Background: an optimization exercise with open tools, aiming at small area and a short achievable clock period. Do not read the settings as production practice. The RTL was checked by simulation tests, not by an equivalence proof against the original design. Power and IR drop assume default switching activity.

==> flow/design.v (excerpt) <==
module ssd1309_driver #(
    parameter int STARTUP_DELAY = 100,  
    parameter int FRAME_GAP     = 150   
) (
    input  logic     clk,
    input  logic     reset,
    input  logic     fb_we,    
    input  oled_pkg::fb_addr_t fb_addr,
    input  oled_pkg::byte_t    fb_data,
    output logic     sclk,     
    output logic     sdin,     
    output logic     res,
    output logic     cmd,      
    output logic     cs
);
Size in the first run: roughly 14,000 cells after synthesis, roughly 8,600 flip-flops, ~26 I/O pins, roughly 300,000 sq um of cells after synthesis.
export LEC_CHECK = 0
export CAP_MARGIN = 20
export CORE_MARGIN = 2
export CORE_UTILIZATION = 60
export SLEW_MARGIN = 20
export SYNTH_HIERARCHICAL = 1
export SYNTH_MEMORY_MAX_BITS = 16384
create_clock -name core_clock -period 11.0 [get_ports {clk}]
standard.sh (not shown) runs the stock make flow with config.mk's settings and CLKGATE_MAP_FILE= SYNTH_SCRIPT=/design/flow/synth_recipe.tcl, a recipe that flattens the netlist after the stock synthesis.
==> flow/flow/run.sh <==
#!/bin/bash
# Standard synthesis and layout, with sized port buffers, the output
# flip-flops and buffers pulled next to their pins after placement, a
# sparser clock tree without dummy loads, timing repair aimed below the
# clock period, more antenna repair rounds and a fanout cap of 150 for
# repair_design (flow/max_fanout.tcl). Each step's full log is in
# orfs/logs; make's own output is in synth.log, place.log and layout.log,
# the placement tweak's in pull_out_flops.log.
set -euo pipefail
KNOBS=(
    "BUFFER_PORTS_ARGS=-buffer_cell sky130_fd_sc_hd__buf_2"
    "CTS_ARGS=-sink_clustering_enable -repair_clock_nets -sink_clustering_size 28 -sink_clustering_max_diameter 100 -dont_use_dummy_load"
    SETUP_SLACK_MARGIN=7.45
    MAX_REPAIR_ANTENNAS_ITER_DRT=12
    MAX_REPAIR_ANTENNAS_ITER_GRT=12
    "PRE_RESIZE_TCL=$PWD/flow/max_fanout.tcl"
)
bash standard.sh synth > synth.log 2>&1
bash standard.sh "${KNOBS[@]}" place > place.log 2>&1
RES=orfs/results/$FLOW_PLATFORM/ssd1309_driver/base
ODB_IN=$RES/3_place.odb ODB_OUT=$RES/3_place_pulled.odb \
    openroad -no_init -exit flow/pull_out_flops.tcl > pull_out_flops.log 2>&1
mv $RES/3_place_pulled.odb $RES/3_place.odb
bash standard.sh "${KNOBS[@]}" finish > layout.log 2>&1
==> flow/flow/max_fanout.tcl <==
# Cap net fanout for repair_design, so that no net of the huge write-data
# and read-select fans is left with hundreds of pins.
set_max_fanout 150 [current_design]
Other scripts of this flow, unchanged in this note and not shown: flow/flow/pull_out_flops.tcl
Then changed:
--- a/flow/flow/run.sh
+++ b/flow/flow/run.sh
@@ -4,4 +4,3 @@
 # sparser clock tree without dummy loads, timing repair aimed below the
-# clock period, more antenna repair rounds and a fanout cap of 150 for
-# repair_design (flow/max_fanout.tcl). Each step's full log is in
+# clock period and more antenna repair rounds. Each step's full log is in
 # orfs/logs; make's own output is in synth.log, place.log and layout.log,
@@ -15,3 +14,2 @@
     MAX_REPAIR_ANTENNAS_ITER_GRT=12
-    "PRE_RESIZE_TCL=$PWD/flow/max_fanout.tcl"
 )
--- a/flow/config.mk
+++ b/flow/config.mk
@@ -9,3 +9,3 @@
 export CORE_MARGIN = 2
-export CORE_UTILIZATION = 60
+export CORE_UTILIZATION = 65
 export SLEW_MARGIN = 20
removed: flow/flow/max_fanout.tcl
The changed run went through all stages and came out clean.
Critical path depth stays the same.
Core utilization rose by 5.1 points.
Count of clock-buffer cells in the layout is unchanged.
Via count barely changes.
First-iteration DRC count came out higher by 0.64%.
Combinational power falls by 8.3%.
Clock skew came out lower by 0.0051 ns.
Then changed:
--- a/flow/flow/run.sh
+++ b/flow/flow/run.sh
@@ -4,3 +4,4 @@
 # sparser clock tree without dummy loads, timing repair aimed below the
-# clock period and more antenna repair rounds. Each step's full log is in
+# clock period, more antenna repair rounds and a fanout cap of 150 for
+# repair_design (flow/max_fanout.tcl). Each step's full log is in
 # orfs/logs; make's own output is in synth.log, place.log and layout.log,
@@ -10,3 +11,3 @@
     "BUFFER_PORTS_ARGS=-buffer_cell sky130_fd_sc_hd__buf_2"
-    "CTS_ARGS=-sink_clustering_enable -repair_clock_nets -sink_clustering_size 28 -sink_clustering_max_diameter 100 -dont_use_dummy_load"
+    "CTS_ARGS=-sink_clustering_enable -repair_clock_nets -sink_clustering_size 25 -sink_clustering_max_diameter 100 -dont_use_dummy_load"
     SETUP_SLACK_MARGIN=7.45
@@ -14,2 +15,3 @@
     MAX_REPAIR_ANTENNAS_ITER_GRT=12
+    "PRE_RESIZE_TCL=$PWD/flow/max_fanout.tcl"
 )
==> flow/flow/max_fanout.tcl (new file) <==
# Cap net fanout for repair_design, so that no net of the huge write-data
# and read-select fans is left with hundreds of pins.
set_max_fanout 150 [current_design]
--- a/flow/config.mk
+++ b/flow/config.mk
@@ -9,3 +9,3 @@
 export CORE_MARGIN = 2
-export CORE_UTILIZATION = 65
+export CORE_UTILIZATION = 60
 export SLEW_MARGIN = 20
Final area grows by 0.64%.
Wire length grows by 3.1%.
Utilization shrinks by 4.9 points.
Synthesized cell count stays the same.
Area after synthesis does not change.
Hold slack improved by 0.0059 ns.
Then changed:
--- a/flow/flow/run.sh
+++ b/flow/flow/run.sh
@@ -4,4 +4,3 @@
 # sparser clock tree without dummy loads, timing repair aimed below the
-# clock period, more antenna repair rounds and a fanout cap of 150 for
-# repair_design (flow/max_fanout.tcl). Each step's full log is in
+# clock period and more antenna repair rounds. Each step's full log is in
 # orfs/logs; make's own output is in synth.log, place.log and layout.log,
@@ -15,3 +14,2 @@
     MAX_REPAIR_ANTENNAS_ITER_GRT=12
-    "PRE_RESIZE_TCL=$PWD/flow/max_fanout.tcl"
 )
removed: flow/flow/max_fanout.tcl
Count of clock-buffer cells in the layout stays the same.
Clock skew is about the same.
Worst setup slack improves by 0.0063 ns.
Critical path depth is unchanged.
Maximum frequency barely changes.
Routed wire length went down by 1.1%.
Synthesized cell count stays the same.
Synthesized area does not change.
Power stays flat.
Via count went down by 0.47%.

## what the ideal ports hide
How much do the figures lean on ideal ports? The routed layouts below were timed once more, with nothing changed but the port constraints. Step 1, drivers: a clkbuf_16 drives clk and a buf_2 each remaining input, both assumed. Step 2 moves the port delays by t, midway between the first and last clock arrival at a register: inputs arrive t later, outputs are due t later. That takes back most of the time a late clock gives input paths. a / b / c = ideal ports / drivers / drivers and shift; a / b = the first two.
| run | t (ns) | slack for setup (ns) | worst register clock-pin slew, ns |
|---|---|---|---|
| the first run | 1.121 | 7.324 / 7.210 / 6.483 | 0.11 / 0.11 |
| the second run | 1.129 | 7.348 / 7.231 / 6.483 | 0.11 / 0.11 |
| the third run | 1.135 | 7.308 / 7.190 / 6.443 | 0.10 / 0.10 |
| the fourth run | 1.134 | 7.314 / 7.198 / 6.464 | 0.10 / 0.10 |
After both steps setup and hold are still met in every run listed.
